What follows belongs to an exercise in optimizing a design on an open flow for small area and a short achievable clock period; a production flow would make more cautious choices. Only simulation tests tie the RTL to the original design; equivalence was not proved. Power is estimated from default activity; no workload was simulated.

--- config.mk ---
export PLATFORM = sky130hd
export DESIGN_NAME = ordered_queue_fifo_min_max
export DESIGN_NICKNAME = ordered_queue_fifo_min_max
export VERILOG_FILES = /design/flow/design.v
export SDC_FILE = /design/flow/constraint.sdc
export NUM_CORES = 4
export LEC_CHECK = 0
export CAP_MARGIN = 20
export CORE_MARGIN = 2
export CORE_UTILIZATION = 40
export SETUP_SLACK_MARGIN = 2.0
export SLEW_MARGIN = 20
--- constraint.sdc ---
create_clock -name core_clock -period 6.5 [get_ports {i_clk}]
set_input_delay 1.3000 -clock core_clock [delete_from_list [all_inputs] [get_ports {i_clk}]]
set_output_delay 1.3000 -clock core_clock [all_outputs]
set_load 0.01 [all_outputs]
--- run.sh ---
#!/bin/bash
# synth_recipe.tcl (not shown) runs the flow's synth.tcl, then flattens the netlist and writes it again
# the make line also repeats each setting of config.mk as NAME=value (left out here)
make -C /OpenROAD-flow-scripts/flow DESIGN_CONFIG=/design/flow/config.mk WORK_HOME=/design/flow/orfs CLKGATE_MAP_FILE= SYNTH_SCRIPT=/design/flow/synth_recipe.tcl finish
--- design.v ---
`default_nettype none
package oqfmm_pkg;
    localparam logic [1:0] MODE_FIFO = 2'd0;
    localparam logic [1:0] MODE_MIN  = 2'd1;
    localparam logic [1:0] MODE_MAX  = 2'd2;
    localparam logic       FUNC_ENQ  = 1'b0;
    localparam logic       FUNC_DEQ  = 1'b1;
    localparam logic [1:0] STATUS_DONE  = 2'd0;
    localparam logic [1:0] STATUS_EMPTY = 2'd1;
    localparam logic [1:0] STATUS_FULL  = 2'd2;
    typedef struct packed {
        logic               enq;
        logic               deq;
        logic               mode_min;
        logic               mode_max;
        logic signed [31:0] value;
    } t_cell_cmd;
    typedef struct packed {
        logic [1:0]         status;
        logic signed [31:0] value_out;
        logic [4:0]         occupancy;
    } t_result;
endpackage
`default_nettype wire
`default_nettype none
module oqfmm_cell (
    input  wire                    i_clk,
    input  oqfmm_pkg::t_cell_cmd   i_cmd,
    input  wire                    i_occupied,
    input  wire                    i_found,
    input  wire signed [31:0]      i_left_value,
    input  wire signed [31:0]      i_right_value,
    output logic                   o_found,
    output logic signed [31:0]     o_value
);
    logic signed [31:0] r_value;
    logic signed [31:0] n_value;
    logic               w_here;
    always_comb begin
        w_here = !i_occupied
               || (i_cmd.mode_min && !(r_value < i_cmd.value))
               || (i_cmd.mode_max && !(i_cmd.value < r_value));
        o_found = i_found || w_here;
    end
    always_comb begin
        n_value = r_value;
        if (i_cmd.enq) begin
            if (i_found) begin
                n_value = i_left_value;
            end else if (w_here) begin
                n_value = i_cmd.value;
            end
        end else if (i_cmd.deq) begin
            n_value = i_right_value;
        end
    end
    always_ff @(posedge i_clk) begin
        r_value <= n_value;
    end
    assign o_value = r_value;
endmodule
`default_nettype wire
`default_nettype none
module oqfmm_rbuf (
    input  wire                 i_clk,
    input  wire                 i_rst_n,
    input  wire                 i_push,
    input  oqfmm_pkg::t_result  i_result,
    output logic                o_full,
    output logic                o_valid,
    input  wire                 i_stall,
    output oqfmm_pkg::t_result  o_result
);
    oqfmm_pkg::t_result r_slot0;
    oqfmm_pkg::t_result r_slot1;
    logic               r_wr;
    logic               n_wr;
    logic               r_rd;
    logic               n_rd;
    logic [1:0]         r_fill;
    logic [1:0]         n_fill;
    logic               w_pop;
    assign w_pop   = o_valid && !i_stall;
    assign o_valid = (r_fill != 2'd0);
    assign o_full  = (r_fill == 2'd2);
    assign o_result = r_rd ? r_slot1 : r_slot0;
    always_comb begin
        n_wr   = i_push ? !r_wr : r_wr;
        n_rd   = w_pop ? !r_rd : r_rd;
        n_fill = r_fill + {1'b0, i_push} - {1'b0, w_pop};
    end
    always_ff @(posedge i_clk) begin
        if (!i_rst_n) begin
            r_wr   <= 1'b0;
            r_rd   <= 1'b0;
            r_fill <= 2'd0;
        end else begin
            r_wr   <= n_wr;
            r_rd   <= n_rd;
            r_fill <= n_fill;
        end
    end
    always_ff @(posedge i_clk) begin
        if (i_push && !r_wr) begin
            r_slot0 <= i_result;
        end
        if (i_push && r_wr) begin
            r_slot1 <= i_result;
        end
    end
endmodule
`default_nettype wire
`default_nettype none
module ordered_queue_fifo_min_max #(
    parameter int DEPTH = 16
) (
    input  wire                i_clk,
    input  wire                i_rst_n,
    input  wire                i_in_valid,
    output logic               o_in_stall,
    input  wire                i_func,
    input  wire signed [31:0]  i_value_in,
    output logic               o_out_valid,
    input  wire                i_out_stall,
    output logic [1:0]         o_status,
    output logic signed [31:0] o_value_out,
    output logic [4:0]         o_occupancy,
    input  wire                i_cfg_valid,
    output logic               o_cfg_ready,
    input  wire [1:0]          i_cfg_data
);
    localparam int CW = $clog2(DEPTH + 1);
    logic [1:0]          r_mode;
    logic [CW-1:0]       r_count;
    logic [CW-1:0]       n_count;
    logic                w_accept;
    logic                w_full;
    logic                w_empty;
    logic                w_buf_full;
    oqfmm_pkg::t_cell_cmd w_cmd;
    oqfmm_pkg::t_result  w_result;
    oqfmm_pkg::t_result  w_out;
    logic [DEPTH:0]      w_found;
    logic [DEPTH-1:0][31:0] w_value;
    logic [CW+4:0]       w_occ_wide;
    assign o_cfg_ready = 1'b1;
    assign o_in_stall  = w_buf_full;
    assign w_accept    = i_in_valid && !w_buf_full;
    assign w_full      = (r_count == CW'(DEPTH));
    assign w_empty     = (r_count == '0);
    always_comb begin
        w_cmd.enq      = w_accept && (i_func == oqfmm_pkg::FUNC_ENQ) && !w_full;
        w_cmd.deq      = w_accept && (i_func == oqfmm_pkg::FUNC_DEQ) && !w_empty;
        w_cmd.mode_min = (r_mode == oqfmm_pkg::MODE_MIN);
        w_cmd.mode_max = (r_mode == oqfmm_pkg::MODE_MAX);
        w_cmd.value    = i_value_in;
    end
    always_comb begin
        n_count = r_count;
        if (w_cmd.enq) begin
            n_count = r_count + CW'(1);
        end else if (w_cmd.deq) begin
            n_count = r_count - CW'(1);
        end
    end
    always_comb begin
        w_occ_wide = {5'd0, n_count};
        w_result.occupancy = w_occ_wide[4:0];
        w_result.value_out = w_cmd.deq ? w_value[0] : 32'sd0;
        w_result.status    = oqfmm_pkg::STATUS_DONE;
        if (i_func == oqfmm_pkg::FUNC_ENQ && w_full) begin
            w_result.status = oqfmm_pkg::STATUS_FULL;
        end else if (i_func == oqfmm_pkg::FUNC_DEQ && w_empty) begin
            w_result.status = oqfmm_pkg::STATUS_EMPTY;
        end
    end
    always_ff @(posedge i_clk) begin
        if (!i_rst_n) begin
            r_mode  <= oqfmm_pkg::MODE_FIFO;
            r_count <= '0;
        end else begin
            if (i_cfg_valid && o_cfg_ready) begin
                r_mode <= i_cfg_data;
            end
            r_count <= n_count;
        end
    end
    assign w_found[0] = 1'b0;
    for (genvar g = 0; g < DEPTH; g++) begin : g_cell
        logic signed [31:0] w_left;
        logic signed [31:0] w_right;
        if (g == 0) begin : g_first
            assign w_left = 32'sd0;
        end else begin : g_mid
            assign w_left = w_value[g-1];
        end
        if (g == DEPTH - 1) begin : g_last
            assign w_right = 32'sd0;
        end else begin : g_inner
            assign w_right = w_value[g+1];
        end
        oqfmm_cell u_cell (
            .i_clk         (i_clk),
            .i_cmd         (w_cmd),
            .i_occupied    (CW'(g) < r_count),
            .i_found       (w_found[g]),
            .i_left_value  (w_left),
            .i_right_value (w_right),
            .o_found       (w_found[g+1]),
            .o_value       (w_value[g])
        );
    end
    oqfmm_rbuf u_rbuf (
        .i_clk    (i_clk),
        .i_rst_n  (i_rst_n),
        .i_push   (w_accept),
        .i_result (w_result),
        .o_full   (w_buf_full),
        .o_valid  (o_out_valid),
        .i_stall  (i_out_stall),
        .o_result (w_out)
    );
    assign o_status    = w_out.status;
    assign o_value_out = w_out.value_out;
    assign o_occupancy = w_out.occupancy;
endmodule
`default_nettype wire
==> metrics.md <==
| Metric | Value |
|---|---|
| Post-synth EDFFs | `590` |
| Clock latency (worst-skew pair) | `0.64 ns` |
| Routed vias/inst | `6.518` |
| Pin slew with the least headroom to its limit | `1.149 ns` |
| Vias in the first global route | `37.47k` |
| Reg2reg setup slack | `1.56 ns` |
| Area contributors post-synth | `edfxtp_1 (42%), ha_1 (15%), a31oi_1 (4.4%)` |
| DRC viols | `0` |
| Die ar. | `0.1088 mm^2` |
| Critical path launch point type | `input pin` |
| Max Fclk | `0.1831 GHz` |
| Commonest cells in the netlist | `edfxtp_1 (590), ha_1 (517), nand2_1 (478)` |
| Core Util, Final | `54.55%` |
| Via count | `41.40k` |
| H-tree Lvls | `3` |
| Syn Inst Count | `4516` |
| CP Max Fanout | `16` |
| Number of max-cap violations | `0` |
| Maximum vdd drop | `0.0002322 V` |
| TritonCTS Sinks | `601` |
| CP peak stage delay | `0.59 ns` |
| Routed length per instance | `29.33 um` |
| CP Cell Sequence | `buf_8 -> clkinvlp_4 -> buf_12 -> buf_4 -> buf_12 -> ha_4 -> and4_4 -> nand4_1 -> nor3_4 -> o31a_1 -> o31a_1 -> or2_4 -> o211a_4 -> nand4_1 -> buf_6 -> or4_4 -> buf_12 -> nor3_4 -> buf_6 -> a31oi_4 -> clkbuf_16` |
| Status | `timing/DRC/antenna clean` |
| Capturing point of the worst reg2reg path | `g_cell[11].u_cell.r_value[24]` |
| Area leader, netlist | `edfxtp_1` |
| Net count, final | `5464` |
| 1st-iter DRT viols | `5711` |
| Ys async rst share | `0%` |
| Hold slack | `0.6192 ns` |
| Final worst clock skew | `0.01865 ns` |
| Flop and latch count out of synthesis | `601` |
| Port buffer count | `80` |
| Setup crit end kind | `flip-flop` |
| I/O pin cnt | `82` |
| Area of placed instances | `0.04759 mm^2` |
| RSZ-0062 raised after global routing | `true` |
| Hold Path Stages | `2` |
| Max-slew violations | `0` |
| Worst EP required | `6.88 ns` |
| Clock Path Buffers | `3` |
| Final Hold Viols | `0` |
| Placer congestion estimate | `0.9557` |
| Mapped Nets | `5073` |
| Count of cell types in the netlist | `76` |
| Max_slew headroom | `23.37%` |
| Largest net degree at the start of global routing | `198` |
| Pre-CTS setup slack | `-0.4279 ns` |
| Fin crit period | `5.463 ns` |
| ANT cells | `0` |
| Post-route ant nets | `0` |
| Area Overhead vs Synth | `35.19%` |
| CTS tree | `yes` |
| Sequential fraction of the synthesis area | `42.23%` |
| Hold path start | `r_mode[1]` |
| Worst min-delay path class | `reg2reg` |
| CP most frequent cell | `buf_12` |
| Leak | `22.37 nW` |
| Proportion of layout cells with a drive suffix above 1 | `25.72%` |
| Core area | `0.1053 mm^2` |
| Mean post-synth cell area | `9.406 um^2` |
| Die width | `329.9 um` |
| Die Y | `329.9 um` |
| Area share of the largest cell type after synthesis | `41.71%` |
| Initial Util | `40.35%` |
| First-pass GRT wire length | `253.4 mm` |
| Initial antenna violation count | `5` |
| Crit Path Category | `in2reg` |
| Worst EP arrival | `5.84 ns` |
| Routed wire length | `186.3 mm` |
| Total GRT Usage | `31.41%` |
| Pwr dens | `311.0 mW/mm^2` |
| Final critical-path share of the clock period | `84.04%` |
| Design Area, Final | `0.05743 mm^2` |
| FF-to-FF path depth | `18` |
| Hold EP | `r_mode[1]` |
| Setup violations, final | `0` |
| Total CTS buffers | `70` |
| Synth Cell Area | `0.04248 mm^2` |
| Top-count cell post-synth | `edfxtp_1` |
| Slowest CP cell | `or4_4` |
| Dpl hpwl | `120.8 mm` |
| Pre-antenna DRT Iters | `6` |
| Synth Warn # | `3` |
| Total gr overflow | `0` |
| FF-to-FF Start | `g_cell[2].u_cell.r_value[25]` |
| Final worst slack | `1.037 ns` |
| Cell Rows | `119` |
| Root buffer cell | `clkbuf_16` |
| Hold Buf Count CTS | `0` |
| Primary FF master, synth | `edfxtp_1` |
| Worst-path clk slew | `0.06 ns` |
==> layer usage <==
metal / vias up / global-route usage (%) / wire length [um]
li1: 17937 / - / -
met1: 19886 / 44.22 / 71930
met2: 2998 / 46.89 / 80420
met3: 579 / 5.351 / 22070
met4: 4 / 14.82 / 11870
met5: - / 0 / 26
==> registers in the layout, summed over array words and instances (netlist names) <==
name	count
u_rbuf.r_slot0	39
r_count	5
u_rbuf.r_wr	1
u_rbuf.r_fill	2
r_mode	2
g_cell.u_cell.r_value	512
u_rbuf.r_slot1	39
u_rbuf.r_rd	1
==> area by class of cell <==
| type | count | area [um^2] |
|---|---|---|
| inverter | 137 | 554.3 |
| sequential | 601 | 17940 |
| multi-input combinational | 3444 | 26320 |
| fill | 8832 | 47840 |
| clock buffer | 91 | 1934 |
| timing repair buffer | 653 | 8551 |
| clock inverter | 35 | 386.6 |
| tap | 1391 | 1740 |
==> placed cells by master, fill, tap and decap left out, types with 16 or more instances in the layout <==
master | Yosys | final
buf_12 | 0 | 110
mux2i_4 | 0 | 22
clkbuf_16 | 0 | 123
o21ai_1 | 5 | 140
mux2_2 | 40 | 40
o211ai_1 | 26 | 26
mux2i_1 | 105 | 75
inv_2 | 0 | 16
nand2_1 | 478 | 430
o31ai_2 | 20 | 36
buf_16 | 0 | 39
a21oi_4 | 0 | 23
a21oi_2 | 0 | 34
o21ai_2 | 0 | 107
nand4_1 | 153 | 153
and2_1 | 44 | 44
buf_4 | 1 | 280
ha_4 | 0 | 34
edfxtp_1 | 590 | 590
a31oi_1 | 296 | 294
nand3_1 | 212 | 205
nand2_2 | 0 | 30
a21o_1 | 66 | 66
o21ai_0 | 369 | 114
a41oi_1 | 32 | 31
o31ai_4 | 0 | 60
nor2_1 | 458 | 419
clkdlybuf4s50_1 | 0 | 48
nor2_2 | 0 | 19
nor2_4 | 0 | 20
nor2b_1 | 26 | 25
buf_8 | 0 | 26
ha_1 | 517 | 482
a21oi_1 | 258 | 201
nor3_1 | 31 | 16
inv_1 | 137 | 108
buf_6 | 5 | 76
==> metrics by stage <==
step	std cells	TNS (ns)	power (mW)
finish	6352	0	17.86
global route	6352	0	18.52
CTS	6227	0	16.76
detailed placement	5997	-206.05	11.86
global placement	5996	-184.70	11.71
floorplan	4516	0	9.400
==> worst max-delay path by stage <==
stage / startpoint / end / slack, ns / depth (start not counted)
floorplan: i_value_in[29] / g_cell[6].u_cell.r_value[0] / 0.95 / 17
global placement: i_value_in[25] / g_cell[6].u_cell.r_value[10] / -0.40 / 17
detailed placement: i_value_in[25] / g_cell[6].u_cell.r_value[8] / -0.43 / 17
CTS: i_value_in[29] / g_cell[6].u_cell.r_value[26] / 1.16 / 19
global route: i_value_in[19] / g_cell[11].u_cell.r_value[17] / 0.97 / 20
finish: i_value_in[29] / g_cell[14].u_cell.r_value[1] / 1.04 / 21
==> power breakdown <==
group / leakage (nW) / total [mW] / switching, mW / internal [mW]
clock network: 1.13 / 4.19 / 1.77 / 2.42
logic: 15.6 / 6.98 / 3.93 / 3.05
registers: 5.67 / 6.69 / 1.14 / 5.55
total: 22.4 / 17.9 / 6.84 / 11.0
==> critical path: cells and delay by family <==
| family | cells | cell delay (ns) |
|---|---|---|
| adders and majority gates | 1 | 0.26 |
| buffers and inverters | 9 | 1.45 |
| AOI/OAI and AO/OA | 4 | 0.85 |
| and+or+nand+nor | 7 | 1.97 |
==> kinds of logic after synthesis <==
kind of cell             after synthesis  share of synthesized area, %
multiplexers                         145                         3.535
buffers and inverters                474                         4.353
AND/OR/NAND/NOR                     1501                         16.11
flip-flops                           601                         42.23
adder cells (fa/ha/maj)              517                         15.23
other                                  1                      0.008828
XOR/XNOR                               9                        0.1856
AO/OA/AOI/OAI                       1268                         18.35
==> timing repair <==
action                     4_1_cts  5_1_grt
pin swaps                       78      210
setup endpoints to repair      992      982
gates resized for setup        462      744
buffers inserted                73       61
gates cloned                    31       64

==> separate check: timing with driven ports <==
The results above use ideal ports. As a check the final layout listed here was re-extracted and re-timed, cells and wires unchanged. Step 1 assumes that a clkbuf_16 drives the clock port and a buf_2 every other input. Step 2 adds t to the input delays and takes it off the output delays; t is the mean of the earliest and latest rising clock arrival at the registers after step 1. Input paths then give back, and output paths get back, about the clock's delay inside the block. a / b / c = no drivers / after step 1 / after step 2; a / b = the first two.
t, ns: 0.710
slack for setup (ns): 1.037 / 1.041 / 0.330
hold slack, ns: 0.619 / 0.619 / 0.619
latest minus earliest clock arrival (ns): 0.019 / 0.019
slew at the worst register clock pin (ns): 0.07 / 0.07
After both steps setup and hold are still met in this run. The setup slack of this run moves by +0.004 ns with the drivers and by -0.707 ns with both steps.
